From an optimization exercise on the open Yosys and OpenROAD flow, aimed at small area and a short achievable clock period; shortcuts taken in it are not production practice. RTL that was checked went through simulation tests only; none was proved equivalent to the original. No functional check of the RTL was part of runs 3 to 7. No activity file was given, so power comes from the tool's default toggle rates.

## flow/config.mk

```make
export PLATFORM = sky130hd
export DESIGN_NAME = cam_search_top
export DESIGN_NICKNAME = cam_search_top
export VERILOG_FILES = /design/flow/design.v
export SDC_FILE = /design/flow/constraint.sdc
export NUM_CORES = 4
export LEC_CHECK = 0
export CAP_MARGIN = 20
export CORE_MARGIN = 2
export CORE_UTILIZATION = 70
export SETUP_SLACK_MARGIN = 1.5
export SLEW_MARGIN = 20
```

## flow/constraint.sdc

```tcl
create_clock -name core_clock -period 3.6 [get_ports {aclk}]
set_input_delay 0.7200 -clock core_clock [delete_from_list [all_inputs] [get_ports {aclk}]]
set_output_delay 0.7200 -clock core_clock [all_outputs]
set_load 0.01 [all_outputs]
```

## flow/design.v

```verilog
package cam_pkg;
  typedef enum logic [2:0] {
    OP_IDLE       = 3'd0,   
    OP_UPDATE_ALL = 3'd1,   
    OP_SEARCH     = 3'd2,   
    OP_UPDATE_ONE = 3'd3    
  } cam_op_t;
  localparam int LANES  = 16;   
  localparam int LANE_W = 32;   
  localparam int BEAT_W = LANES * LANE_W;
  typedef logic [LANE_W-1:0] lane_t;   
  typedef logic [BEAT_W-1:0] beat_t;   
  localparam lane_t TOPOLOGY_CODE    = 32'd4;     
  localparam lane_t UPDATE_DONE_CODE = 32'd100;   
endpackage
`timescale 1ns/1ns
module cam_control (
  input  logic         aclk,
  input  logic         areset,
  input  logic [2:0]   state,
  input  logic [31:0]  update_num,
  input  logic         s_tvalid,
  input  logic [31:0]  s_lo,
  output logic [3:0]   bank_we,
  output logic         srch_beat,
  output logic         done_pulse,
  output logic         echo_pulse
);
  logic [3:0] ptr;       
  logic       load_beat;
  logic       num_hi0;   
  logic       wrap;
  assign load_beat = s_tvalid && (state == 3'd1);
  assign srch_beat = s_tvalid && (state == 3'd2);
  assign echo_pulse = s_tvalid && (state == 3'd0) && (s_lo == 32'd4);
  assign num_hi0 = (update_num[27:2] == 26'd0);
  assign wrap = ptr[3] ||
                (num_hi0 && ((ptr[0] && update_num[1:0] == 2'd1) ||
                             (ptr[1] && update_num[1:0] == 2'd2) ||
                             (ptr[2] && update_num[1:0] == 2'd3)));
  always_ff @(posedge aclk) begin
    if (areset) begin
      ptr <= 4'b0001;
    end else if (load_beat) begin
      ptr <= wrap ? 4'b0001 : {ptr[2:0], 1'b0};
    end
  end
  assign bank_we    = {4{load_beat}} & ptr;
  assign done_pulse = load_beat && wrap;
endmodule
`timescale 1ns/1ns
module cam_entry_array (
  input  logic         aclk,
  input  logic [3:0]   bank_we,
  input  logic [511:0] wr_data,
  input  logic [31:0]  key,
  output logic [63:0]  hit
);
  for (genvar i = 0; i < 64; i++) begin : g_entry
    logic [31:0] entry_q;
    always_ff @(posedge aclk) begin
      if (bank_we[i / 16]) begin
        entry_q <= wr_data[(i % 16) * 32 +: 32];
      end
    end
    assign hit[i] = (entry_q == key);
  end
endmodule
`timescale 1ns/1ns
module cam_match_encoder (
  input  logic         aclk,
  input  logic         areset,
  input  logic         srch_beat,
  input  logic [63:0]  hit,
  output logic [6:0]   idx,
  output logic         idx_vld
);
  logic        v0;    
  logic        v1;    
  logic [63:0] hit_q;
  logic [6:0]  idx1;
  always_ff @(posedge aclk) begin
    if (areset) begin
      v0      <= 1'b0;
      v1      <= 1'b0;
      idx_vld <= 1'b0;
    end else begin
      v0      <= srch_beat;
      v1      <= v0;
      idx_vld <= v1;
    end
  end
  always_ff @(posedge aclk) begin
    hit_q <= hit;
  end
  logic [6:0] idx_d;
  always_comb begin
    idx_d = 7'h7f;
    for (int i = 63; i >= 0; i--) begin
      if (hit_q[i]) idx_d = 7'(i);
    end
  end
  always_ff @(posedge aclk) begin
    idx1 <= idx_d;
    idx  <= idx1;
  end
endmodule
`timescale 1ns/1ns
module cam_result_stage (
  input  logic           aclk,
  input  logic           areset,
  input  logic [6:0]     idx,
  input  logic           idx_vld,
  input  logic           done_pulse,
  input  logic           echo_pulse,
  input  logic           is_load,     
  input  logic [479:0]   s_hi,
  output logic           m_tvalid,
  output logic [511:0]   m_tdata,
  output logic           update_all_end
);
  logic [6:0]   lo_q;
  logic [479:0] hi_q;
  always_ff @(posedge aclk) begin
    if (areset) begin
      m_tvalid       <= 1'b0;
      update_all_end <= 1'b0;
    end else begin
      m_tvalid       <= idx_vld || done_pulse || echo_pulse;
      update_all_end <= done_pulse;
    end
  end
  always_ff @(posedge aclk) begin
    lo_q <= idx_vld ? idx : (is_load ? 7'd100 : 7'd4);
    hi_q <= s_hi & {480{~(idx_vld | is_load)}};
  end
  assign m_tdata = {hi_q, 25'd0, lo_q};
endmodule
`timescale 1ns/1ns
module cam_search_top #(
  parameter int CAM_SIZE = 64
) (
  input  logic         aclk,
  input  logic         areset,
  input  logic [31:0]  update_num,
  input  logic [2:0]   state,
  input  logic         s_tvalid,
  input  logic [511:0] s_tdata,
  output logic         m_tvalid,
  output logic [511:0] m_tdata,
  output logic         update_all_end
);
  logic [3:0]  bank_we;
  logic        srch_beat;
  logic        done_pulse;
  logic        echo_pulse;
  logic [63:0] hit;
  logic [6:0]  idx;
  logic        idx_vld;
  cam_control u_ctl (
    .aclk       (aclk),
    .areset     (areset),
    .state      (state),
    .update_num (update_num),
    .s_tvalid   (s_tvalid),
    .s_lo       (s_tdata[31:0]),
    .bank_we    (bank_we),
    .srch_beat  (srch_beat),
    .done_pulse (done_pulse),
    .echo_pulse (echo_pulse)
  );
  cam_entry_array u_arr (
    .aclk    (aclk),
    .bank_we (bank_we),
    .wr_data (s_tdata),
    .key     (s_tdata[31:0]),
    .hit     (hit)
  );
  cam_match_encoder u_enc (
    .aclk      (aclk),
    .areset    (areset),
    .srch_beat (srch_beat),
    .hit       (hit),
    .idx       (idx),
    .idx_vld   (idx_vld)
  );
  cam_result_stage u_res (
    .aclk           (aclk),
    .areset         (areset),
    .idx            (idx),
    .idx_vld        (idx_vld),
    .done_pulse     (done_pulse),
    .echo_pulse     (echo_pulse),
    .is_load        (state[0]),
    .s_hi           (s_tdata[511:32]),
    .m_tvalid       (m_tvalid),
    .m_tdata        (m_tdata),
    .update_all_end (update_all_end)
  );
endmodule
```

## flow/flow/run.sh

```bash
#!/bin/bash
# The standard layout with three changes: inputs buffered with buf_1 and
# outputs with buf_2 (instead of the default delay cell), and larger clock
# sink clusters without dummy loads in the clock tree.
set -euo pipefail
W=$(pwd)
export PRE_GLOBAL_PLACE_TCL=$W/flow/pre_gp.tcl
export BUFFER_PORTS_ARGS="-outputs -buffer_cell sky130_fd_sc_hd__buf_2"
export CTS_ARGS="-sink_clustering_enable -repair_clock_nets -sink_clustering_size 25 -sink_clustering_max_diameter 100 -dont_use_dummy_load"
bash standard.sh > $W/standard.log 2>&1
```

## flow/flow/pre_gp.tcl

```tcl
# Runs before global placement's own port buffering: buffer the inputs with
# buf_1 here, after the usual removal of synthesis buffers, and make the
# script's later remove_buffers a no-op so these buffers stay. The script's
# own buffer_ports then buffers the outputs only (BUFFER_PORTS_ARGS).
if { $::env(GPL_TIMING_DRIVEN) } {
  remove_buffers
}
buffer_ports -inputs -buffer_cell sky130_fd_sc_hd__buf_1
rename remove_buffers my_flow_remove_buffers
proc remove_buffers {args} {}
```

## flow/standard.sh

```bash
#!/bin/bash
# synth_recipe.tcl (not shown) runs the flow's synth.tcl, then flattens the netlist and writes it again
# the make line also repeats each setting of config.mk as NAME=value (left out here)
make -C /OpenROAD-flow-scripts/flow DESIGN_CONFIG=/design/flow/config.mk WORK_HOME=/design/flow/orfs CLKGATE_MAP_FILE= SYNTH_SCRIPT=/design/flow/synth_recipe.tcl "${@:-finish}"
```

==> flow_summary_export.csv, run 1 <==
group,metric,value,unit
run_status,status,"finished clean",
finish,syn_to_final_growth,11.2,%
finish,nets,8022,
floorplanning,die_area,147000,sq um
power_and_ir_drop,peakVddDrop,0.495,mV
worst_hold_path,hp-class,"in2reg",
setup_path,path_delay_family,"simple AND/OR/NAND/NOR gates",
sta,fmax,470,MHz
floorplanning,rows,139,
power_and_ir_drop,p_leak,0.0400,uW
placed_design,hpwl,182,mm
global_route,antenna_found_initial,25,
sta,min_period,2.13,ns
synth,synth_cell_type_count,48,
floorplanning,ios,1064,
synth,synth_edf_count,2048,
setup_path,slowest_stage,"nor4_1",
synth,ys_seq_area_share,72.4,%
floorplanning,core_area,143000,sq um
sta,setup_violations,0,
floorplanning,die_h,383,um
sta,max_slew_margin,39.3,%
global_route,track_usage,34.4,%
clock_network,cts_tree,"done",
route,drc,0,
setup_path,cp-start-kind,"input port",
synth,ys.flop_type,"edfxtp_1",
synth,synth_warnings,4,
finish,drive_above_1_share,12.1,%
sta,worst_pin_slew,0.910,ns
clock_network,clock_sinks,2622,
sta,finClkSkew,0.0381,ns
clock_network,cts_made_buffers,114,
setup_path,crit_type,"in2reg",
setup_path,worstPathMaxFanout,19,
route,drt-total-wl,257,mm
sta,final_max_slew_viol_count,0,
synth,synth.top_cell.area_share,61.0,%
setup_path,required,4.29,ns
sta,rsz0062_at_grt,"true",
route,drt-wirelength-per-cell,27.3,um
clock_network,clockBufferDepth,3,
route,viasPerCell,5.97,
global_route,grt_max_degree,184,
sta,finalCritPeriodShare,59.1,%
clock_network,cts.clk_slew.worst_paths,0.09,ns
synth,yosysTopAreaCell,"edfxtp_1",
sta,finalHoldViolations,0,
global_route,grt_pass1_vias,54500,
global_route,grt_use_met3,5.11,%
clock_network,cts_root_buffer,"clkbuf_16",
global_route,grt_pass1_wl,362,mm
setup_path,arrival,2.81,ns
synth,synth-seq-cells,2622,
synth,synth_cells,6358,
clock_network,hold_buffers,0,
route,drt_iter0_markers,5729,
synth,synth_area_leaders,"edfxtp_1, xor2_1, dfxtp_1",
synth,async_flop_share,0,%
global_route,grtUsageMet1,46.8,%
placed_design,place_ws,0.608,ns
sta,setup_tns,0,ns
synth,avgSynthCellArea,15.9,sq um
run,maxCapViolations,0,
clock_network,clk-insertion-delay-late,0.77,ns
clock_network,ctsHtreeMaxLevel,3,
global_route,grt_use_met2,57.9,%
global_route,busiest_layer,"met2",
placed_design,portBuffers,1034,
setup_path,critPathBufInv,2,
placed_design,gp_congestion,0.893,
floorplanning,fp.dieW,383,um
setup_path,worstPathCellList,"buf_4 -> buf_6 -> xor2_1 -> nor4_1 -> nand4_1 -> nor2_1",
synth,syn_area,101000,sq um
route,vias,56000,
global_route,overflow,0,
sta,setup_ws,1.47,ns
floorplanning,initial_utilization,70.3,%
route,ant_nets,0,
setup_path,critPathMaxStageDelay,0.48,ns
power_and_ir_drop,power.density,455,nW/um^2
setup_path,cp-end-kind,"flip-flop",
route,drt_first_pass_iters,7,
==> cell usage in the layout (no fill, tap or decap), types with 3 or more instances in the layout <==
cell and n:
nand4_1 132, diode_2 8, conb_1 25, inv_1 10
o211ai_1 3, dfxtp_4 3, nor4_1 534, buf_4 171
edfxtp_1 2048, o21bai_1 3, nor3_1 11, dfxtp_2 7
clkbuf_16 114, nand3_1 4, and2_1 485, nand2b_1 4
or4_1 3, o21ai_1 3, clkbuf_4 28, or3_1 3
a221oi_1 4, nand2_1 20, and3_1 3, dfxtp_1 564
buf_1 513, nor2b_1 5, o31ai_1 5, buf_12 74
buf_2 489, and2_4 4, nor2_1 99, xor2_1 2048
o21ai_0 4, a21oi_1 18
==> area by class of cell <==
| cell class | count | area (sq um) |
|---|---|---|
| inverters | 11 | 41.3 |
| well taps | 1903 | 2380 |
| repair buffers | 1277 | 7370 |
| multi-input cells | 3446 | 26400 |
| clock buffers | 114 | 2850 |
| flip-flops and latches | 2622 | 73000 |
| diodes | 8 | 20.0 |
| fillers | 8442 | 31200 |
==> synthesized netlist by cell type (2+ instances only) <==
cell / count
nand3_1: 4
nor2_1: 100
edfxtp_1: 2048
nand2b_1: 5
o21ai_0: 4
o211ai_1: 3
o21bai_1: 3
buf_4: 25
or3_1: 3
a21oi_1: 18
nor2b_1: 5
or4_1: 3
nor4_1: 535
and2_1: 489
nor4b_1: 2
dfxtp_1: 574
or2_1: 2
inv_1: 10
and3_1: 3
nand2_1: 20
o21ai_1: 3
nand4_1: 132
clkbuf_1: 73
a221oi_1: 4
xor2_1: 2048
nor3_1: 11
o31ai_1: 5
buf_2: 206
==> cells by family (layout without fill, tap and decap cells) <==
family	Yosys count	count (layout)	share of synthesized area (%)
compound gates	54	54	0.364
other cells	1	33	0.00372
buf+inv	315	1402	1.52
simple gates	1318	1319	7.89
flops	2622	2622	72.4
xor+xnor	2048	2048	17.8
==> final timing paths <==
check	from	end	slack, ns	depth (start not counted)
setup / recovery	s_tdata[11]	u_enc.hit_q[26]$_DFF_P_	1.47	6
hold / removal	s_tdata[59]	u_arr.g_entry[49].entry_q[27]$_DFFE_PP_	0.24	1
hold reg to reg	u_enc.idx1[4]$_SDFF_PP0_	u_enc.idx[4]$_DFF_P_	0.31	0
setup reg to reg	u_ctl.ptr[0]$_SDFFE_PP1P_	u_res.m_tvalid$_SDFF_PP0_	1.55	5
==> metal layers <==
| metal | part of all wire, % | up-vias |
|---|---|---|
| li1 | - | 24600 |
| met1 | 38 | 28300 |
| met2 | 49 | 2716 |
| met3 | 9.0 | 393 |
| met4 | 3.3 | 12 |
| met5 | 0.030 | - |
==> where the power goes <==
| group | internal [uW] | total (uW) | switching, uW |
|---|---|---|---|
| clock network | 5640 | 14100 | 8490 |
| registers | 33000 | 33100 | 126 |
| logic | 1240 | 3770 | 2530 |
==> through the flow <==
step	cells	util (%)	hold WS (ns)	cell area, sq um	total power (uW)
2_1_floorplan	6382	-	0.310	101000	35700
3_3_place_gp	9249	76.1	0.312	109000	37400
3_5_place_dp	9249	76.1	0.312	109000	37500
4_1_cts	9363	78.1	0.196	112000	51100
5_1_grt	9376	78.2	0.223	112000	52400
6_report	9381	78.2	0.243	112000	51000
==> state kept, by name (all words and copies together) (netlist names) <==
register               cells
u_enc.v0                   1
u_enc.v1                   1
u_res.hi_q               480
u_enc.hit_q               64
u_res.update_all_end       1
u_res.m_tvalid             1
u_enc.idx_vld              1
u_res.lo_q                 7
u_arr.g_entry.entry_q   2048
u_enc.idx                  7
u_enc.idx1                 7
u_ctl.ptr                  4
==> repair_timing <==
item	in CTS	in global routing
gates resized for setup	13	9
pin swaps	0	2
setup buffers	0	9
endpoints found under the setup margin	12	70
gates cloned	0	1
==> run 2: changes to the inputs <==
==> flow/flow/run.sh (replaced) <==
#!/bin/bash
# The standard layout with three changes: inputs buffered with buf_1 and
# outputs with buf_4 (instead of the default delay cell), and larger clock
# sink clusters without dummy loads in the clock tree.
set -euo pipefail
W=$(pwd)
export PRE_GLOBAL_PLACE_TCL=$W/flow/pre_gp.tcl
export BUFFER_PORTS_ARGS="-outputs -buffer_cell sky130_fd_sc_hd__buf_4"
export CTS_ARGS="-sink_clustering_enable -repair_clock_nets -sink_clustering_size 20 -sink_clustering_max_diameter 80 -dont_use_dummy_load"
bash standard.sh > $W/standard.log 2>&1
--- a/flow/config.mk
+++ b/flow/config.mk
@@ -9,4 +9,4 @@
 export CORE_MARGIN = 2
 export CORE_UTILIZATION = 70
-export SETUP_SLACK_MARGIN = 1.5
+export SETUP_SLACK_MARGIN = 1.7
 export SLEW_MARGIN = 20
==> flow_summary_export.csv, run 2 <==
group,metric,value,unit
run_status,status,"finished clean",
route,ant_nets,0,
route,drt-wirelength-per-cell,27.7,um
floorplanning,rows,139,
sta,final_max_slew_viol_count,0,
floorplanning,ios,1064,
synth,synth_cells,6358,
route,drt_iter0_markers,5533,
synth,yosysTopAreaCell,"edfxtp_1",
power_and_ir_drop,p_sw,11600,uW
sta,fmax,486,MHz
floorplanning,die_h,383,um
sta,min_period,2.06,ns
setup_path,arrival,1.34,ns
route,drt-total-wl,261,mm
sta,setup_ws,1.54,ns
route,vias,56100,
synth,synth.top_cell.area_share,61.0,%
setup_path,critPathBufInv,1,
route,drt_first_pass_iters,6,
clock_network,ctsHtreeMaxLevel,4,
placed_design,gp_congestion,0.893,
synth,synth_area_leaders,"edfxtp_1, xor2_1, dfxtp_1",
setup_path,critPathMaxStageDelay,0.42,ns
route,drc,0,
sta,finalCritPeriodShare,57.1,%
synth,syn_area,101000,sq um
clock_network,cts_root_buffer,"clkbuf_16",
finish,layout_common_cells,"xor2_1, edfxtp_1, nor4_1",
sta,finalHoldViolations,0,
placed_design,dp.cells,9228,
route,viasPerCell,5.97,
floorplanning,fp.dieW,383,um
sta,finClkSkew,0.0434,ns
synth,ys.flop_type,"edfxtp_1",
worst_hold_path,hp-class,"in2reg",
placed_design,portBuffers,1034,
placed_design,dpl_cell_area,110000,sq um
setup_path,worstPathMaxFanout,1,
sta,setup_tns,0,ns
clock_network,clock_sinks,2622,
power_and_ir_drop,power,53600,uW
global_route,track_usage,35.0,%
finish,syn_to_final_growth,15.8,%
setup_path,slowest_stage,"dfxtp_4",
setup_path,critPathLaunch,"u_res.lo_q[3]$_SDFF_PN0_",
finish,top_regs,"u_arr.g_entry.entry_q: 2048 flops, u_res.hi_q: 480 flops, u_enc.hit_q: 64 flops",
sta,max_slew_margin,45.0,%
clock_network,hold_buffers,0,
power_and_ir_drop,p_leak,0.0412,uW
placed_design,hpwl,181,mm
synth,yosys-top-cells-count,"edfxtp_1, xor2_1, dfxtp_1",
floorplanning,core_area,143000,sq um
setup_path,cp-end-kind,"primary output",
power_and_ir_drop,peakVddDrop,0.535,mV
worst_hold_path,min_from,"s_tdata[255]",
global_route,grt_max_degree,179,
sta,worst_pin_slew,0.825,ns
setup_path,path_delay_family,"flip-flops",
synth,synth-seq-cells,2622,
synth,avgSynthCellArea,15.9,sq um
floorplanning,die_area,147000,sq um
synth,synth_warnings,4,
clock_network,clockBufferDepth,3,
setup_path,worstPathCellList,"buf_6",
global_route,antenna_found_initial,26,
placed_design,place_ws,0.650,ns
setup_path,crit_type,"reg2out",
synth,synth_edf_count,2048,
run,maxCapViolations,0,
sta,setup_violations,0,
synth,ys_seq_area_share,72.4,%
floorplanning,initial_utilization,70.3,%
finish,drive_above_1_share,18.6,%
global_route,grt_pass1_vias,55600,
setup_path,required,2.88,ns
synth,synth_cell_type_count,48,
finish,postLayoutCellArea,117000,sq um
sta,rsz0062_at_grt,"true",
power_and_ir_drop,p_int,41900,uW
clock_network,cts_made_buffers,149,
finish,nets,8043,
power_and_ir_drop,power.density,459,nW/um^2
power_and_ir_drop,swShare,21.7,%
finish,largest_reg_flops,2048,
setup_path,rr_startpoint,"u_enc.hit_q[1]$_DFF_P_",
power_and_ir_drop,p_clk_share,30.4,%
clock_network,cts.clk_slew.worst_paths,0.08,ns
clock_network,cts_tree,"done",
power_and_ir_drop,seqPwrFrac,62.0,%
global_route,grt_pass1_wl,369,mm
finish,final_cells,9402,
setup_path,cp-start-kind,"flip-flop",
global_route,overflow,0,
power_and_ir_drop,pwr-share-comb,7.6,%
finish,regMostFlops,"u_arr.g_entry.entry_q",
clock_network,clk-insertion-delay-late,0.80,ns
synth,async_flop_share,0,%
[run 2: cells by family after synthesis]
| group | after synthesis | share of synthesized area [%] |
|---|---|---|
| AO/OA/AOI/OAI | 54 | 0.364 |
| flip-flops | 2622 | 72.4 |
| XOR/XNOR | 2048 | 17.8 |
| other | 1 | 0.00372 |
| AND/OR/NAND/NOR | 1318 | 7.89 |
| buffers and inverters | 315 | 1.52 |
[run 2: final cells by class]
class	instances	area (sq um)
sequential	2622	73600
fill	7482	26600
multi-input combinational	3447	26400
timing repair buffer	1262	10500
clock buffer	149	3730
tap	1903	2380
inverter	11	41.3
antenna	8	20.0
[run 2: per-layer routing]
metal  track usage [%]  vias up  part of all wire, %
met4              11.1       16                  3.1
met2              59.8     2671                   51
met1              46.4    28400                   37
met5                 0        -                0.037
li1                  -    24700                    -
met3              5.78      392                  8.9
[run 2: worst register-to-register path: cells and delay by family, from the launching register on]
| family | cells | cell delay [ns] |
|---|---|---|
| flip-flops | 1 | 0.48 |
| AND/OR/NAND/NOR | 5 | 1.27 |
[run 2: stage by stage]
step,util (%),hold WS (ns)
CTS,81.1,0.162
global route,81.4,0.195
finish,81.4,0.216
detailed placement,76.8,0.312
floorplan,-,0.310
global placement,76.8,0.313
[run 2: path summary, 6_finish.rpt]
| check | depth (start not counted) | slack, ns | to |
|---|---|---|---|
| setup reg to reg | 5 | 1.77 | u_enc.idx1[6]$_SDFF_PP0_ |
| hold / removal | 2 | 0.22 | u_res.hi_q[223]$_DFF_P_ |
| hold reg to reg | 0 | 0.33 | u_enc.idx[4]$_DFF_P_ |
| setup / recovery | 1 | 1.54 | m_tdata[3] |
[run 2: what timing repair did]
action	in CTS	in global routing
resized for setup	858	169
cloned	0	2
pin swaps	3	4
endpoints found under the setup margin	903	1541
buffers inserted	4	11
[run 2: power groups by stage]
stage | combinational, uW | clock [uW] | sequential (uW)
final | 4100 | 16300 | 33200
after detailed placement | 3830 | 0 | 33800
after CTS | 4050 | 16400 | 33200
after global placement | 3750 | 0 | 33800
after global routing | 4310 | 17400 | 33300
after floorplan | 1690 | 0 | 34000
==> run 3: changes to the inputs <==
--- a/flow/design.v
+++ b/flow/design.v
@@ -55,5 +55,6 @@
   input  logic [511:0] wr_data,
   input  logic [31:0]  key,
-  output logic [63:0]  hit
+  output logic [63:0]  hit_lo,
+  output logic [63:0]  hit_hi
 );
   for (genvar i = 0; i < 64; i++) begin : g_entry
@@ -64,5 +65,6 @@
       end
     end
-    assign hit[i] = (entry_q == key);
+    assign hit_lo[i] = (entry_q[15:0]  == key[15:0]);
+    assign hit_hi[i] = (entry_q[31:16] == key[31:16]);
   end
 endmodule
@@ -72,5 +74,6 @@
   input  logic         areset,
   input  logic         srch_beat,
-  input  logic [63:0]  hit,
+  input  logic [63:0]  hit_lo,
+  input  logic [63:0]  hit_hi,
   output logic [6:0]   idx,
   output logic         idx_vld
@@ -78,6 +81,9 @@
   logic        v0;    
   logic        v1;    
-  logic [63:0] hit_q;
-  logic [6:0]  idx1;
+  logic [63:0] lo_q;
+  logic [63:0] hi_q;
+  logic [63:0] hit;
+  logic [7:0]  g_any;
+  logic [2:0]  g_loc [8];
   always_ff @(posedge aclk) begin
     if (areset) begin
@@ -92,16 +98,30 @@
   end
   always_ff @(posedge aclk) begin
-    hit_q <= hit;
+    lo_q <= hit_lo;
+    hi_q <= hit_hi;
+  end
+  assign hit = lo_q & hi_q;
+  for (genvar g = 0; g < 8; g++) begin : g_grp
+    logic [2:0] loc;
+    always_comb begin
+      loc = '0;
+      for (int j = 7; j >= 0; j--) begin
+        if (hit[g * 8 + j]) loc = 3'(j);
+      end
+    end
+    always_ff @(posedge aclk) begin
+      g_any[g] <= |hit[g * 8 +: 8];
+      g_loc[g] <= loc;
+    end
   end
   logic [6:0] idx_d;
   always_comb begin
     idx_d = 7'h7f;
-    for (int i = 63; i >= 0; i--) begin
-      if (hit_q[i]) idx_d = 7'(i);
-    end
-  end
-  always_ff @(posedge aclk) begin
-    idx1 <= idx_d;
-    idx  <= idx1;
+    for (int g = 7; g >= 0; g--) begin
+      if (g_any[g]) idx_d = {1'b0, 3'(g), g_loc[g]};
+    end
+  end
+  always_ff @(posedge aclk) begin
+    idx <= idx_d;
   end
 endmodule
@@ -155,5 +175,6 @@
   logic        done_pulse;
   logic        echo_pulse;
-  logic [63:0] hit;
+  logic [63:0] hit_lo;
+  logic [63:0] hit_hi;
   logic [6:0]  idx;
   logic        idx_vld;
@@ -175,5 +196,6 @@
     .wr_data (s_tdata),
     .key     (s_tdata[31:0]),
-    .hit     (hit)
+    .hit_lo  (hit_lo),
+    .hit_hi  (hit_hi)
   );
   cam_match_encoder u_enc (
@@ -181,5 +203,6 @@
     .areset    (areset),
     .srch_beat (srch_beat),
-    .hit       (hit),
+    .hit_lo    (hit_lo),
+    .hit_hi    (hit_hi),
     .idx       (idx),
     .idx_vld   (idx_vld)
--- a/flow/flow/run.sh
+++ b/flow/flow/run.sh
@@ -7,4 +7,4 @@
 export PRE_GLOBAL_PLACE_TCL=$W/flow/pre_gp.tcl
 export BUFFER_PORTS_ARGS="-outputs -buffer_cell sky130_fd_sc_hd__buf_4"
-export CTS_ARGS="-sink_clustering_enable -repair_clock_nets -sink_clustering_size 20 -sink_clustering_max_diameter 80 -dont_use_dummy_load"
+export CTS_ARGS="-sink_clustering_enable -repair_clock_nets -sink_clustering_size 25 -sink_clustering_max_diameter 100 -dont_use_dummy_load"
 bash standard.sh > $W/standard.log 2>&1
--- a/flow/config.mk
+++ b/flow/config.mk
@@ -8,5 +8,5 @@
 export CAP_MARGIN = 20
 export CORE_MARGIN = 2
-export CORE_UTILIZATION = 70
-export SETUP_SLACK_MARGIN = 1.7
+export CORE_UTILIZATION = 60
+export SETUP_SLACK_MARGIN = 1.5
 export SLEW_MARGIN = 20
==> flow_summary_export.csv, run 3 <==
group,metric,value,unit
synth,synth_cells,6435,
sta,setup_tns,0,ns
setup_path,cp-end-kind,"flip-flop",
worst_hold_path,min_to,"u_arr.g_entry[6].entry_q[12]$_DFFE_PP_",
synth,yosys-top-cells-count,"edfxtp_1, xnor2_1, dfxtp_1",
route,ant_nets,0,
route,drt-wirelength-per-cell,27.0,um
synth,avgSynthCellArea,16.0,sq um
clock_network,cts_root_buffer,"clkbuf_16",
floorplanning,die_area,174000,sq um
placed_design,portBuffers,1034,
placed_design,dpl_cell_area,113000,sq um
power_and_ir_drop,p_leak,0.0365,uW
route,wl_met3,14.6,mm
synth,synth_warnings,5,
floorplanning,rows,151,
clock_network,cts_made_buffers,118,
sta,finalHoldViolations,0,
floorplanning,fp.dieW,418,um
finish,regMostFlops,"u_arr.g_entry.entry_q",
setup_path,cp-start-kind,"input port",
synth,synth_area_leaders,"edfxtp_1, xnor2_1, dfxtp_1",
sta,finClkSkew,0.0371,ns
finish,largest_reg_flops,2048,
setup_path,rr_startpoint,"u_enc.idx_vld$_SDFF_PP0_",
route,route.layer.met1.wl,108,mm
sta,final_max_slew_viol_count,0,
setup_path,arrival,2.50,ns
route,drt_first_pass_iters,5,
clock_network,clockBufferDepth,3,
run,maxCapViolations,0,
global_route,grt_pass1_vias,53600,
sta,setup_violations,0,
route,viasPerCell,5.68,
setup_path,r2r_cells,3,
finish,nets,8104,
sta,rsz0062_at_grt,"true",
floorplanning,core_area,170000,sq um
global_route,antenna_found_initial,18,
worst_hold_path,hold_depth,1,
finish,syn_to_final_growth,12.8,%
sta,min_period,2.12,ns
placed_design,gp_congestion,0.853,
synth,synth.top_cell.area_share,59.9,%
power_and_ir_drop,p_sw,11600,uW
route,drt_iter0_markers,5224,
finish,nFillCells,11800,
synth,synth_cell_type_count,44,
placed_design,hpwl,182,mm
route,vias,55500,
power_and_ir_drop,swShare,21.9,%
synth,synth_edf_count,2048,
floorplanning,initial_utilization,60.5,%
clock_network,cts_tree,"done",
synth,ys_seq_area_share,72.8,%
finish,postLayoutCellArea,116000,sq um
route,top_layer,"met5",
finish,drive_above_1_share,12.2,%
global_route,grt_pass1_wl,374,mm
sta,fmax,472,MHz
route,drt-total-wl,265,mm
worst_hold_path,hp-class,"in2reg",
setup_path,required,3.98,ns
power_and_ir_drop,p_clk_share,28.0,%
clock_network,cts.clk_slew.worst_paths,0.10,ns
worst_hold_path,min_from,"s_tdata[204]",
power_and_ir_drop,pwr-share-comb,7.8,%
sta,worst_pin_slew,1.23,ns
synth,async_flop_share,0,%
global_route,track_usage,29.8,%
global_route,grt_max_degree,174,
finish,top_regs,"u_arr.g_entry.entry_q: 2048 flops, u_res.hi_q: 480 flops",
clock_network,ctsHtreeMaxLevel,3,
synth,synth-seq-cells,2711,
power_and_ir_drop,peakVddDrop,0.493,mV
setup_path,worstPathMaxFanout,114,
sta,finalCritPeriodShare,58.8,%
setup_path,crit_type,"in2reg",
finish,layout_common_cells,"xnor2_1, edfxtp_1, buf_4",
power_and_ir_drop,power.density,458,nW/um^2
clock_network,hold_buffers,0,
route,met2_length,133,mm
power_and_ir_drop,p_int,41400,uW
sta,max_slew_margin,17.9,%
floorplanning,die_h,418,um
floorplanning,ios,1064,
power_and_ir_drop,seqPwrFrac,64.3,%
clock_network,clock_sinks,2711,
synth,yosysTopAreaCell,"edfxtp_1",
route,drc,0,
setup_path,rrSetupSlack,1.60,ns
synth,syn_area,103000,sq um
run_status,status,"finished clean",
setup_path,reg2reg_to,"u_res.hi_q[193]$_DFF_P_",
clock_network,clk-insertion-delay-late,0.79,ns
global_route,overflow,0,
synth,ys.flop_type,"edfxtp_1",
[run 3: power groups by stage]
stage	logic, uW	clock network (uW)	registers [uW]
finish	4130	14800	34100
global route	4390	16000	34100
CTS	4160	15100	34100
detailed placement	4140	0	34800
global placement	4090	0	34800
floorplan	1950	0	35000
[run 3: worst max-delay path by stage]
stage	from	end	cells after the start
3_3_place_gp	s_tdata[28]	u_res.m_tvalid$_SDFF_PP0_	6
5_1_grt	state[1]	u_arr.g_entry[47].entry_q[18]$_DFFE_PP_	5
6_report	state[1]	u_arr.g_entry[47].entry_q[18]$_DFFE_PP_	5
3_5_place_dp	s_tdata[10]	u_enc.lo_q[49]$_DFF_P_	7
2_1_floorplan	state[1]	u_arr.g_entry[48].entry_q[0]$_DFFE_PP_	3
4_1_cts	u_res.lo_q[1]$_SDFF_PN0_	m_tdata[1]	1
[run 3: cell type report]
cell class	count	area [sq um]	area share, %
antenna	10	25.0	0.0216
clock buffer	118	2950	2.55
inverter	8	30.0	0.0259
multi-input combinational	3432	26600	22.9
sequential	2711	74800	64.6
tap	2218	2780	2.40
timing repair buffer	1283	8650	7.47
[run 3: repair_timing]
action                     CTS  global route
gates resized for setup     28             6
buffers inserted             0             5
setup endpoints to repair  114           272
[run 3: critical path: stages]
cell and delay, ns:
buf_1 0.27, nor4bb_2 0.39, buf_4 0.23, and2_4 0.25, buf_16 0.36
[run 3: through the flow]
step / hold WS (ns) / total power (uW) / setup WS (ns) / util (%) / cells
floorplan: 0.386 / 36900 / -1.59 / - / 6459
global placement: 0.401 / 38900 / -0.0740 / 66.4 / 9646
detailed placement: 0.405 / 38900 / 0.451 / 66.4 / 9647
CTS: 0.170 / 53300 / 1.49 / 68.2 / 9765
global route: 0.187 / 54500 / 1.48 / 68.3 / 9776
finish: 0.232 / 53100 / 1.48 / 68.3 / 9780
[run 3: routing by layer]
layer | vias up | GRT usage (%)
met5 | - | 0
met2 | 1985 | 51.4
met1 | 28400 | 40.4
met3 | 302 | 3.28
met4 | 2 | 8.51
li1 | 24900 | -
[run 3: kinds of logic after synthesis]
family / Yosys count / share of synthesized area, %
AND/OR/NAND/NOR: 1270 / 7.60
XOR/XNOR: 2048 / 17.5
buffers and inverters: 316 / 1.49
AO/OA/AOI/OAI: 88 / 0.613
flip-flops: 2711 / 72.8
multiplexers: 1 / 0.00975
other: 1 / 0.00365
==> run 4: changes to the inputs <==
--- a/flow/config.mk
+++ b/flow/config.mk
@@ -8,5 +8,5 @@
 export CAP_MARGIN = 20
 export CORE_MARGIN = 2
-export CORE_UTILIZATION = 60
+export CORE_UTILIZATION = 70
 export SETUP_SLACK_MARGIN = 1.5
 export SLEW_MARGIN = 20
==> flow_summary_export.csv, run 4 <==
group,metric,value,unit
setup_path,cp-start-kind,"input port",
placed_design,gp_congestion,0.886,
sta,min_period,2.13,ns
finish,syn_to_final_growth,12.4,%
synth,async_flop_share,0,%
placed_design,portBuffers,1034,
synth,synth_cell_type_count,44,
sta,finClkSkew,0.0383,ns
clock_network,cts.clk_slew.worst_paths,0.09,ns
synth,synthSimpleGateAreaFrac,7.60,%
global_route,grt_use_met2,57.6,%
placed_design,hpwl,182,mm
global_route,grtUsageMet1,48.4,%
worst_hold_path,hp-class,"in2reg",
setup_path,r2r_cells,3,
global_route,overflow,0,
finish,regMostFlops,"u_arr.g_entry.entry_q",
finish,largest_reg_flops,2048,
synth,ys.flop_type,"edfxtp_1",
route,drc,0,
floorplanning,rows,140,
run_status,status,"finished clean",
finish,drive_above_1_share,11.6,%
global_route,antenna_found_initial,31,
setup_path,cp-end-kind,"flip-flop",
setup_path,worstPathMaxFanout,24,
setup_path,rrSetupSlack,1.56,ns
route,drt_first_pass_iters,7,
global_route,grt_pass1_wl,381,mm
clock_network,hold_buffers,0,
synth,synth-seq-cells,2711,
clock_network,cts_tree,"done",
finish,layout_common_cells,"xnor2_1, edfxtp_1, dfxtp_1",
synth,synth_warnings,5,
clock_network,clk-insertion-delay-late,0.79,ns
synth,synth.top_cell.area_share,59.9,%
sta,finalHoldViolations,0,
setup_path,arrival,2.84,ns
synth,synth_cells,6435,
sta,worst_pin_slew,0.924,ns
floorplanning,core_area,146000,sq um
power_and_ir_drop,power.density,459,nW/um^2
route,vias,57400,
synth,ys_seq_area_share,72.8,%
route,drt_iter0_markers,6632,
synth,synth_xor_area_share,17.5,%
global_route,busiest_layer,"met2",
clock_network,cts_made_buffers,118,
global_route,track_usage,35.1,%
power_and_ir_drop,p_leak,0.0364,uW
synth,yosys-top-cells-count,"edfxtp_1, xnor2_1, dfxtp_1",
synth,synth_edf_count,2048,
clock_network,cts_root_buffer,"clkbuf_16",
synth,syn_area,103000,sq um
floorplanning,die_area,150000,sq um
finish,nFillCells,8364,
synth,synth_fa_ha_area_share,0,%
route,ant_nets,0,
global_route,grt_max_degree,202,
synth,synth_compound_area_share,0.613,%
finish,nets,8074,
clock_network,clockBufferDepth,3,
clock_network,ctsHtreeMaxLevel,3,
floorplanning,ios,1064,
sta,finalCritPeriodShare,59.3,%
route,drt-wirelength-per-cell,28.1,um
synth,synth_top_family_by_area,"XOR/XNOR gates",
synth,synth.area.mux_share,0.00975,%
run,maxCapViolations,0,
sta,max_slew_margin,38.4,%
sta,setup_violations,0,
synth,yosysTopAreaCell,"edfxtp_1",
floorplanning,die_h,387,um
floorplanning,fp.dieW,387,um
floorplanning,initial_utilization,70.5,%
worst_hold_path,min_from,"s_tdata[200]",
power_and_ir_drop,peakVddDrop,0.395,mV
setup_path,reg2reg_to,"u_res.hi_q[176]$_DFF_P_",
clock_network,clock_sinks,2711,
sta,setup_tns,0,ns
setup_path,crit_type,"in2reg",
worst_hold_path,min_to,"u_arr.g_entry[22].entry_q[8]$_DFFE_PP_",
worst_hold_path,hold_depth,1,
finish,top_regs,"u_arr.g_entry.entry_q: 2048 flops, u_res.hi_q: 480 flops",
sta,rsz0062_at_grt,"false",
global_route,grt_use_met3,5.10,%
synth,avgSynthCellArea,16.0,sq um
setup_path,required,4.31,ns
synth,synth_area_leaders,"edfxtp_1, xnor2_1, dfxtp_1",
setup_path,rr_startpoint,"u_enc.idx_vld$_SDFF_PP0_",
route,viasPerCell,6.06,
global_route,grt_pass1_vias,56000,
sta,final_max_slew_viol_count,0,
finish,utilization,79.3,%
route,drt-total-wl,265,mm
sta,fmax,469,MHz
==> run 4: repair_timing <==
item | in CTS | in global routing
resized for setup | 18 | 4
buffers inserted | 6 | 0
setup endpoints to repair | 784 | 4
cloned | 4 | 0
==> run 4: critical path, cell delays in order <==
cell	delay, ns
clkbuf_4	0.48
buf_4	0.45
xnor2_1	0.16
nand4_1	0.18
nor4_1	0.60
buf_4	0.21
==> run 4: worst max-delay path by stage <==
stage | startpoint | end | slack (ns)
global route | u_res.hi_q[177]$_DFF_P_ | m_tdata[209] | 1.52
floorplan | state[1] | u_arr.g_entry[48].entry_q[0]$_DFFE_PP_ | -1.59
CTS | u_res.lo_q[1]$_SDFF_PN0_ | m_tdata[1] | 1.45
detailed placement | state[1] | u_arr.g_entry[36].entry_q[23]$_DFFE_PP_ | 0.55
global placement | s_tdata[25] | u_enc.hi_q[4]$_DFF_P_ | 0.23
finish | s_tdata[2] | u_enc.lo_q[50]$_DFF_P_ | 1.47
==> run 4: per-stage QoR <==
step | worst slack (ns) | area (sq um) | total power, uW | hold slack, ns | cells
floorplan | -1.59 | 103000 | 36900 | 0.386 | 6459
CTS | 1.45 | 115000 | 53000 | 0.193 | 9439
global placement | 0.226 | 112000 | 38800 | 0.420 | 9311
global route | 1.52 | 115000 | 54300 | 0.232 | 9453
finish | 1.47 | 115000 | 52900 | 0.239 | 9457
detailed placement | 0.551 | 112000 | 38900 | 0.428 | 9311
==> run 4: kinds of logic after synthesis <==
kind of cell | count (synthesis)
multiplexers | 1
flip-flops | 2711
XOR/XNOR | 2048
other | 1
buffers and inverters | 316
AO/OA/AOI/OAI | 88
AND/OR/NAND/NOR | 1270
==> run 4: area by class of cell <==
class / count / area (sq um) / area share, %
Tap cell: 1917 / 2400 / 2.08
Timing Repair Buffer: 1253 / 8650 / 7.50
Sequential cell: 2711 / 74800 / 64.8
Inverter: 8 / 30.0 / 0.0260
Clock buffer: 118 / 2950 / 2.56
Multi-Input combinational cell: 3432 / 26500 / 23.0
Antenna cell: 18 / 45.0 / 0.0390
==> run 4: routing by layer <==
layer	vias to the layer above	wire (um)
met3	420	24800
met2	3031	129000
li1	24900	-
met4	6	10500
met1	29000	101000
met5	-	41
==> run 4: report_power, final <==
| part | internal (uW) | total [uW] | switching [uW] |
|---|---|---|---|
| clock network | 5840 | 14700 | 8850 |
| logic | 1620 | 4150 | 2530 |
| registers | 34000 | 34100 | 144 |
| total | 41400 | 52900 | 11500 |
==> run 5: changes to the inputs <==
--- a/flow/config.mk
+++ b/flow/config.mk
@@ -6,7 +6,7 @@
 export NUM_CORES = 4
 export LEC_CHECK = 0
-export CAP_MARGIN = 20
+export CAP_MARGIN = 0
 export CORE_MARGIN = 2
 export CORE_UTILIZATION = 70
 export SETUP_SLACK_MARGIN = 1.5
-export SLEW_MARGIN = 20
+export SLEW_MARGIN = 0
==> flow_summary_export.csv, run 5 <==
group,metric,value,unit
setup_path,crit_top_cell,"buf_4",
route,drt-wirelength-per-cell,28.1,um
setup_path,worstPathMaxFanout,31,
sta,min_period,2.14,ns
route,drt-total-wl,265,mm
floorplanning,rows,140,
synth,syn_area,103000,sq um
synth,synth-seq-cells,2711,
finish,multiInputGateArea,26500,sq um
floorplanning,core_area,146000,sq um
setup_path,reg2reg_to,"u_res.hi_q[176]$_DFF_P_",
finish,layout_common_cells,"xnor2_1, edfxtp_1, dfxtp_1",
sta,rsz0062_at_grt,"true",
placed_design,portBuffers,1034,
global_route,antenna_found_initial,27,
setup_path,path_delay_family,"buffers and inverters",
synth,synth.top_cell.area_share,59.9,%
placed_design,gp_congestion,0.886,
run,maxCapViolations,0,
floorplanning,fp.dieW,387,um
worst_hold_path,min_to,"u_arr.g_entry[54].entry_q[8]$_DFFE_PP_",
route,drc,0,
synth,synth_edf_count,2048,
synth,ys.flop_type,"edfxtp_1",
finish,top_regs,"u_arr.g_entry.entry_q: 2048 flops, u_res.hi_q: 480 flops",
setup_path,arrival,2.85,ns
synth,ys_seq_area_share,72.8,%
finish,syn_to_final_growth,12.4,%
setup_path,r2r_cells,3,
power_and_ir_drop,p_leak,0.0364,uW
run_status,status,"finished clean",
setup_path,cp-start-kind,"input port",
clock_network,cts_made_buffers,118,
sta,finalCritPeriodShare,59.4,%
placed_design,dpl_cell_area,112000,sq um
setup_path,slowest_stage,"nor4_2",
setup_path,critPathMaxStageDelay,0.67,ns
synth,yosysTopAreaCell,"edfxtp_1",
setup_path,critPathBufInv,3,
setup_path,worstPathCellList,"buf_4 -> buf_4 -> xnor2_1 -> nand4_1 -> nor4_2 -> buf_4",
sta,holdWs,0.237,ns
finish,largest_reg_flops,2048,
sta,finClkSkew,0.0460,ns
clock_network,ctsHtreeMaxLevel,3,
finish,nets,8076,
sta,final_max_slew_viol_count,0,
setup_path,rr_startpoint,"u_enc.idx_vld$_SDFF_PP0_",
setup_path,crit_type,"in2reg",
finish,drive_above_1_share,11.7,%
setup_path,required,4.31,ns
power_and_ir_drop,power.density,459,nW/um^2
clock_network,clk-insertion-delay-late,0.80,ns
worst_hold_path,min_from,"s_tdata[200]",
global_route,overflow,0,
clock_network,cts_root_buffer,"clkbuf_16",
sta,setup_violations,0,
floorplanning,die_h,387,um
clock_network,clock_sinks,2711,
finish,utilization,79.3,%
route,viasPerCell,6.08,
setup_path,cp-end-kind,"flip-flop",
power_and_ir_drop,power,52900,uW
synth,yosys-top-cells-count,"edfxtp_1, xnor2_1, dfxtp_1",
floorplanning,ios,1064,
route,drt_iter0_markers,6435,
sta,fmax,467,MHz
global_route,grt_pass1_vias,55800,
synth,synth_cell_type_count,44,
sta,finalHoldViolations,0,
synth,async_flop_share,0,%
finish,regMostFlops,"u_arr.g_entry.entry_q",
synth,synth_warnings,5,
setup_path,rrSetupSlack,1.57,ns
clock_network,clockBufferDepth,3,
power_and_ir_drop,peakVddDrop,0.490,mV
synth,synth_cells,6435,
clock_network,cts.clk_slew.worst_paths,0.10,ns
global_route,grt_max_degree,202,
floorplanning,die_area,150000,sq um
floorplanning,initial_utilization,70.5,%
worst_hold_path,hold_depth,1,
route,ant_nets,0,
route,drt_first_pass_iters,7,
global_route,grt_pass1_wl,380,mm
sta,max_slew_margin,38.6,%
clock_network,hold_buffers,0,
global_route,track_usage,35.1,%
finish,register_area,74800,sq um
placed_design,hpwl,182,mm
clock_network,cts_tree,"done",
setup_path,critPathLaunch,"s_tdata[24]",
finish,nFillCells,8336,
synth,avgSynthCellArea,16.0,sq um
worst_hold_path,hp-class,"in2reg",
synth,synth_area_leaders,"edfxtp_1, xnor2_1, dfxtp_1",
route,vias,57500,
finish,postLayoutCellArea,115000,sq um
sta,worst_pin_slew,0.922,ns
run 5: final cells by class:
| class | count | share of cell area [%] |
|---|---|---|
| Multi-Input combinational cell | 3432 | 23.0 |
| Tap cell | 1917 | 2.08 |
| Antenna cell | 17 | 0.0369 |
| Inverter | 8 | 0.0260 |
| Clock buffer | 118 | 2.56 |
| Sequential cell | 2711 | 64.8 |
| Timing Repair Buffer | 1255 | 7.51 |
run 5: metrics by stage:
step	std cells	setup slack, ns	TNS (ns)
6_report	9458	1.46	0
3_5_place_dp	9311	0.249	0
5_1_grt	9453	1.46	0
4_1_cts	9441	1.39	0
2_1_floorplan	6459	-1.59	-3261.54
3_3_place_gp	9311	0.226	0
run 5: report_power, final:
group | leakage, uW | internal, uW | total (uW) | switching, uW
registers | 0.0239 | 34000 | 34100 | 146
clock network | 0.00145 | 5840 | 14700 | 8850
logic | 0.0111 | 1620 | 4150 | 2530
total | 0.0364 | 41400 | 52900 | 11500
run 5: timing repair:
item | CTS | global route
resized for setup | 18 | 5
gates cloned | 4 | 0
endpoints found under the setup margin | 757 | 3
setup buffers | 8 | 0
run 5: routing by layer:
| layer | up-vias | global-route usage, % | share of wire, % |
|---|---|---|---|
| li1 | 24900 | - | - |
| met1 | 29200 | 48.1 | 38 |
| met2 | 3003 | 57.7 | 49 |
| met3 | 420 | 5.27 | 9.1 |
| met4 | 6 | 13.0 | 4.0 |
| met5 | - | 0 | 0.016 |
run 5: how the worst max path moves through the flow:
stage	endpoint	slack (ns)	cells after the start
final	u_enc.hi_q[4]$_DFF_P_	1.46	6
after global routing	u_enc.hi_q[4]$_DFF_P_	1.46	6
after CTS	u_enc.hi_q[4]$_DFF_P_	1.39	6
after detailed placement	u_enc.hi_q[4]$_DFF_P_	0.25	6
after global placement	u_enc.hi_q[4]$_DFF_P_	0.23	6
after floorplan	u_arr.g_entry[48].entry_q[0]$_DFFE_PP_	-1.59	3
run 5: logic make-up (layout without fill, tap and decap cells):
family	after synthesis	after routing	share of synthesized area (%)
multiplexers	1	1	0.00975
AND/OR/NAND/NOR	1270	1270	7.60
flip-flops	2711	2711	72.8
XOR/XNOR	2048	2048	17.5
buffers and inverters	316	1381	1.49
AO/OA/AOI/OAI	88	88	0.613
other	1	42	0.00365
==> run 6: changes to the inputs <==
--- a/flow/config.mk
+++ b/flow/config.mk
@@ -6,7 +6,7 @@
 export NUM_CORES = 4
 export LEC_CHECK = 0
-export CAP_MARGIN = 0
+export CAP_MARGIN = 20
 export CORE_MARGIN = 2
 export CORE_UTILIZATION = 70
-export SETUP_SLACK_MARGIN = 1.5
-export SLEW_MARGIN = 0
+export SETUP_SLACK_MARGIN = 1.85
+export SLEW_MARGIN = 20
==> flow_summary_export.csv, run 6 <==
group,metric,value,unit
sta,rsz0062_at_grt,"true",
sta,final_max_slew_viol_count,0,
power_and_ir_drop,peakVddDrop,0.425,mV
synth,synthSimpleGateAreaFrac,7.60,%
finish,syn_to_final_growth,16.4,%
sta,setup_tns,0,ns
setup_path,critPathBufInv,1,
global_route,grt_pass1_vias,57000,
finish,largest_reg_flops,2048,
synth,synth_top_family_by_area,"XOR/XNOR gates",
clock_network,clock_sinks,2711,
route,vias,58800,
finish,drive_above_1_share,18.7,%
setup_path,arrival,1.32,ns
run_status,status,"finished clean",
floorplanning,fp.dieW,387,um
synth,synth_compound_area_share,0.613,%
placed_design,dp.cells,9311,
setup_path,cp-start-kind,"flip-flop",
sta,max_slew_margin,51.3,%
sta,worst_pin_slew,0.730,ns
synth,synth_area_leaders,"edfxtp_1, xnor2_1, dfxtp_1",
floorplanning,die_h,387,um
setup_path,crit_type,"reg2out",
setup_path,r2r_cells,4,
setup_path,required,2.88,ns
route,drt-total-wl,279,mm
setup_path,critical_path_depth,1,
worst_hold_path,hold_depth,1,
global_route,track_usage,36.1,%
synth,synth_cells,6435,
finish,postLayoutCellArea,120000,sq um
clock_network,cts.clk_slew.worst_paths,0.10,ns
synth,syn_area,103000,sq um
route,viasPerCell,6.17,
synth,synth.area.mux_share,0.00975,%
route,drt_iter0_markers,7207,
power_and_ir_drop,power.density,447,nW/um^2
finish,regMostFlops,"u_arr.g_entry.entry_q",
run,maxCapViolations,0,
placed_design,portBuffers,1034,
synth,synth.top_cell.area_share,59.9,%
synth,yosys-top-cells-count,"edfxtp_1, xnor2_1, dfxtp_1",
finish,utilization,82.1,%
synth,async_flop_share,0,%
global_route,grt_max_degree,155,
placed_design,hpwl,182,mm
clock_network,clk-insertion-delay-late,0.79,ns
synth,synth_cell_type_count,44,
floorplanning,initial_utilization,70.5,%
synth,synth_warnings,5,
floorplanning,core_area,146000,sq um
setup_path,worstPathMaxFanout,1,
setup_path,slowest_stage,"dfxtp_4",
placed_design,dpl_cell_area,112000,sq um
sta,finalHoldViolations,0,
clock_network,cts_root_buffer,"clkbuf_16",
synth,synth_xor_area_share,17.5,%
placed_design,place_ws,0.551,ns
global_route,grt_pass1_wl,390,mm
finish,top_regs,"u_arr.g_entry.entry_q: 2048 flops, u_res.hi_q: 480 flops",
synth,ys.flop_type,"edfxtp_1",
sta,finalCritPeriodShare,56.8,%
route,drt_first_pass_iters,7,
finish,nets,8147,
global_route,antenna_found_initial,31,
route,drt-wirelength-per-cell,29.3,um
clock_network,clockBufferDepth,3,
floorplanning,die_area,150000,sq um
floorplanning,ios,1064,
synth,synth_fa_ha_area_share,0,%
synth,synth_edf_count,2048,
route,ant_nets,0,
clock_network,ctsHtreeMaxLevel,3,
synth,yosysTopAreaCell,"edfxtp_1",
sta,min_period,2.04,ns
placed_design,gp_congestion,0.886,
route,drc,0,
global_route,overflow,0,
finish,layout_common_cells,"xnor2_1, edfxtp_1, nand4_1",
synth,ys_seq_area_share,72.8,%
synth,synth-seq-cells,2711,
finish,final_cells,9530,
synth,avgSynthCellArea,16.0,sq um
setup_path,path_delay_family,"flip-flops",
sta,fmax,489,MHz
clock_network,cts_tree,"done",
power_and_ir_drop,p_leak,0.0378,uW
worst_hold_path,hp-class,"in2reg",
clock_network,cts_made_buffers,118,
sta,setup_ws,1.56,ns
setup_path,critPathMaxStageDelay,0.43,ns
floorplanning,rows,140,
setup_path,cp-end-kind,"primary output",
sta,finClkSkew,0.0383,ns
setup_path,worstPathCellList,"buf_6",
sta,setup_violations,0,
==> run 6: final timing paths <==
| path | to | startpoint | slack [ns] |
|---|---|---|---|
| min | u_arr.g_entry[6].entry_q[11]$_DFFE_PP_ | s_tdata[203] | 0.23 |
| max reg2reg | u_res.hi_q[271]$_DFF_P_ | u_enc.idx_vld$_SDFF_PP0_ | 1.99 |
| min reg2reg | u_enc.g_loc[2][0]$_SDFF_PP0_ | u_enc.lo_q[16]$_DFF_P_ | 0.44 |
| max | m_tdata[1] | u_res.lo_q[1]$_SDFF_PN0_ | 1.56 |
==> run 6: metal layers <==
layer,vias to the layer above,GRT usage (%),share of wire (%)
li1,25000,-,-
met1,29800,48.8,37
met2,3510,59.5,49
met3,483,5.76,9.9
met4,2,13.9,4.2
met5,-,0,0.0047
==> run 6: per-stage QoR <==
step	power [uW]	hold slack (ns)
final	53400	0.226
after global routing	54700	0.233
after CTS	53300	0.193
after detailed placement	38900	0.428
after global placement	38800	0.420
after floorplan	36900	0.386
==> run 6: where the power goes <==
group	switching (uW)	leakage [uW]	total (uW)	internal, uW
clock network	8950	0.00145	14800	5840
registers	203	0.0241	34200	34000
logic	2590	0.0123	4430	1840
total	11700	0.0378	53400	41700
==> run 6: logic make-up after synthesis <==
logic type,Yosys count
flip-flops,2711
XOR/XNOR,2048
AND/OR/NAND/NOR,1270
buffers and inverters,316
AO/OA/AOI/OAI,88
multiplexers,1
other,1
==> run 6: timing repair <==
item	CTS	global route
buffers inserted	10	31
setup endpoints to repair	2492	1557
pin swaps	2	2
hold buffers	0	0
cloned	17	25
gates resized for setup	901	186
==> run 6: cell type report <==
type,instances,area [sq um]
Sequential cell,2711,75400
Timing Repair Buffer,1326,12200
Multi-Input combinational cell,3432,26600
Tap cell,1917,2400
Antenna cell,18,45.0
Clock buffer,118,2950
Fill cell,7539,26000
Inverter,8,30.0
==> run 7: changes to the inputs <==
--- a/flow/config.mk
+++ b/flow/config.mk
@@ -9,4 +9,4 @@
 export CORE_MARGIN = 2
 export CORE_UTILIZATION = 70
-export SETUP_SLACK_MARGIN = 1.85
+export SETUP_SLACK_MARGIN = 1.7
 export SLEW_MARGIN = 20
==> flow_summary_export.csv, run 7 <==
group,metric,value,unit
run_status,status,"finished clean",
clock_network,clk-insertion-delay-late,0.79,ns
finish,largest_reg_flops,2048,
sta,finalCritPeriodShare,56.7,%
setup_path,rr_startpoint,"u_enc.idx_vld$_SDFF_PP0_",
synth,synth-seq-cells,2711,
sta,finalHoldViolations,0,
setup_path,reg2reg_to,"u_res.hi_q[190]$_DFF_P_",
setup_path,r2r_cells,3,
synth,synth_cells,6435,
setup_path,slowest_stage,"dfxtp_4",
floorplanning,rows,140,
setup_path,worstPathMaxFanout,1,
sta,setup_tns,0,ns
power_and_ir_drop,p_int,41700,uW
power_and_ir_drop,seqPwrFrac,64.2,%
power_and_ir_drop,p_clk_share,27.6,%
clock_network,cts.clk_slew.worst_paths,0.09,ns
placed_design,dp.cells,9311,
worst_hold_path,hold_depth,1,
finish,top_regs,"u_arr.g_entry.entry_q: 2048 flops, u_res.hi_q: 480 flops",
synth,synth_cell_type_count,44,
placed_design,hpwl,182,mm
floorplanning,initial_utilization,70.5,%
power_and_ir_drop,p_leak,0.0372,uW
synth,synth_warnings,5,
clock_network,cts_root_buffer,"clkbuf_16",
sta,worst_pin_slew,0.757,ns
finish,multiInputGateArea,26500,sq um
worst_hold_path,hp-class,"in2reg",
finish,regMostFlops,"u_arr.g_entry.entry_q",
clock_network,clockBufferDepth,3,
finish,nFillCells,7722,
synth,syn_area,103000,sq um
route,drt_first_pass_iters,5,
setup_path,worstPathCellList,"buf_6",
placed_design,dpl_cell_area,112000,sq um
setup_path,path_delay_family,"flip-flops",
finish,postLayoutCellArea,118000,sq um
clock_network,cts_made_buffers,118,
clock_network,cts_tree,"done",
route,drt-total-wl,272,mm
floorplanning,core_area,146000,sq um
route,ant_nets,0,
sta,min_period,2.04,ns
sta,max_slew_margin,49.6,%
worst_hold_path,min_to,"u_arr.g_entry[22].entry_q[11]$_DFFE_PP_",
route,viasPerCell,6.11,
clock_network,ctsHtreeMaxLevel,3,
setup_path,arrival,1.32,ns
sta,fmax,490,MHz
run,maxCapViolations,0,
synth,synth.top_cell.area_share,59.9,%
setup_path,crit_type,"reg2out",
global_route,track_usage,35.6,%
power_and_ir_drop,pwr-share-comb,8.2,%
setup_path,rrSetupSlack,1.68,ns
placed_design,gp_congestion,0.886,
floorplanning,die_area,150000,sq um
synth,ys_seq_area_share,72.8,%
setup_path,required,2.88,ns
synth,ys.flop_type,"edfxtp_1",
power_and_ir_drop,p_sw,11700,uW
global_route,overflow,0,
setup_path,cp-start-kind,"flip-flop",
power_and_ir_drop,peakVddDrop,0.423,mV
power_and_ir_drop,swShare,21.9,%
sta,finClkSkew,0.0378,ns
global_route,antenna_found_initial,31,
power_and_ir_drop,power.density,451,nW/um^2
finish,syn_to_final_growth,15.1,%
finish,final_cells,9470,
setup_path,critPathMaxStageDelay,0.43,ns
route,drc,0,
global_route,grt_pass1_wl,386,mm
clock_network,clock_sinks,2711,
synth,async_flop_share,0,%
finish,register_area,75400,sq um
floorplanning,ios,1064,
worst_hold_path,min_from,"s_tdata[203]",
route,vias,57800,
floorplanning,fp.dieW,387,um
route,drt_iter0_markers,6787,
setup_path,cp-end-kind,"primary output",
sta,rsz0062_at_grt,"true",
power_and_ir_drop,power,53300,uW
route,drt-wirelength-per-cell,28.7,um
sta,final_max_slew_viol_count,0,
setup_path,critPathBufInv,1,
finish,nets,8084,
synth,avgSynthCellArea,16.0,sq um
finish,layout_common_cells,"xnor2_1, edfxtp_1, nand4_1",
synth,synth_area_leaders,"edfxtp_1, xnor2_1, dfxtp_1",
finish,drive_above_1_share,17.9,%
placed_design,portBuffers,1034,
sta,setup_violations,0,
global_route,grt_max_degree,202,
synth,yosys-top-cells-count,"edfxtp_1, xnor2_1, dfxtp_1",
synth,yosysTopAreaCell,"edfxtp_1",
synth,synth_edf_count,2048,
floorplanning,die_h,387,um
global_route,grt_pass1_vias,56700,
[run 7: metrics by stage]
step                      utilization [%]  setup slack [ns]  hold WS, ns
after CTS                            80.9              1.45        0.193
after global routing                 81.2              1.55        0.231
final                                81.2              1.56        0.226
after global placement               77.0             0.226        0.420
after detailed placement             77.0             0.551        0.428
after floorplan                         -             -1.59        0.386
[run 7: metal layers]
metal  up-vias  wire length, um  track usage [%]  part of all wire (%)
li1      24900                -                -                     -
met1     29300           102000             48.5                    38
met2      3198           133000             58.8                    49
met3       433            25600             5.52                   9.4
met4         6            11100             13.2                   4.1
met5         -               36                0                 0.013
[run 7: power by group through the flow]
stage | clock network (uW) | registers [uW] | logic [uW]
finish | 14700 | 34200 | 4360
global route | 15800 | 34200 | 4580
CTS | 14800 | 34200 | 4320
global placement | 0 | 34800 | 4020
detailed placement | 0 | 34800 | 4100
floorplan | 0 | 35000 | 1950
[run 7: what timing repair did]
item / CTS / global route
resized for setup: 857 / 163
gates cloned: 5 / 7
hold buffers: 0 / 0
setup endpoints to repair: 2176 / 798
buffers inserted: 8 / 0
[run 7: final cells by class]
| type | count | share of cell area [%] |
|---|---|---|
| well taps | 1917 | 2.03 |
| multi-input cells | 3432 | 22.5 |
| flip-flops and latches | 2711 | 63.8 |
| clock buffers | 118 | 2.50 |
| repair buffers | 1263 | 9.13 |
| inverters | 8 | 0.0254 |
| diodes | 21 | 0.0445 |
[run 7: worst max-delay path by stage]
stage                                   from                                       to  slack, ns  depth (start not counted)
floorplan                           state[1]   u_arr.g_entry[48].entry_q[0]$_DFFE_PP_      -1.59                          3
global placement                 s_tdata[25]                    u_enc.hi_q[4]$_DFF_P_       0.23                          6
detailed placement                  state[1]  u_arr.g_entry[36].entry_q[23]$_DFFE_PP_       0.55                          5
CTS                 u_res.lo_q[1]$_SDFF_PN0_                               m_tdata[1]       1.45                          1
global route        u_res.lo_q[2]$_SDFF_PN1_                               m_tdata[2]       1.55                          1
finish              u_res.lo_q[1]$_SDFF_PN0_                               m_tdata[1]       1.56                          1
[run 7: cell families (layout without fill, tap and decap cells)]
group,after synthesis,in the layout,share of synthesized area [%]
xor+xnor,2048,2048,17.5
mux,1,1,0.00975
other cells,1,46,0.00365
simple gates,1270,1270,7.60
flops,2711,2711,72.8
compound gates,88,88,0.613
buf+inv,316,1389,1.49

[what the ideal ports hide]
Ports are ideal in the flow. The routed layouts listed here were re-timed in OpenROAD.
Step 1 assumes that a clkbuf_16 drives the clock port and a buf_2 every other input.
Step 2 moves the port delays by t, midway between the first and last clock arrival at a register: inputs arrive t later, outputs are due t later. That takes back most of the time a late clock gives input paths.
Slacks: no drivers / after step 1 / after step 2; pairs: no drivers / after step 1.
run | shift t [ns] | setup WS [ns] | pins driven straight from the clock port
run 1 | 0.837 | 1.473 / 1.416 / 0.686 | 1
run 2 | 0.873 | 1.543 / 1.454 / 0.827 | 1
run 3 | 0.873 | 1.482 / 1.465 / 0.644 | 1
run 4 | 0.857 | 1.467 / 1.420 / 0.678 | 1
run 5 | 0.864 | 1.460 / 1.408 / 0.648 | 1
run 6 | 0.861 | 1.556 / 1.463 / 0.945 | 1
run 7 | 0.858 | 1.560 / 1.467 / 0.836 | 1
After both steps every run listed still meets setup and hold. The setup slack of run 3, which loses most, moves by -0.017 ns with the drivers and by -0.838 ns with both steps.
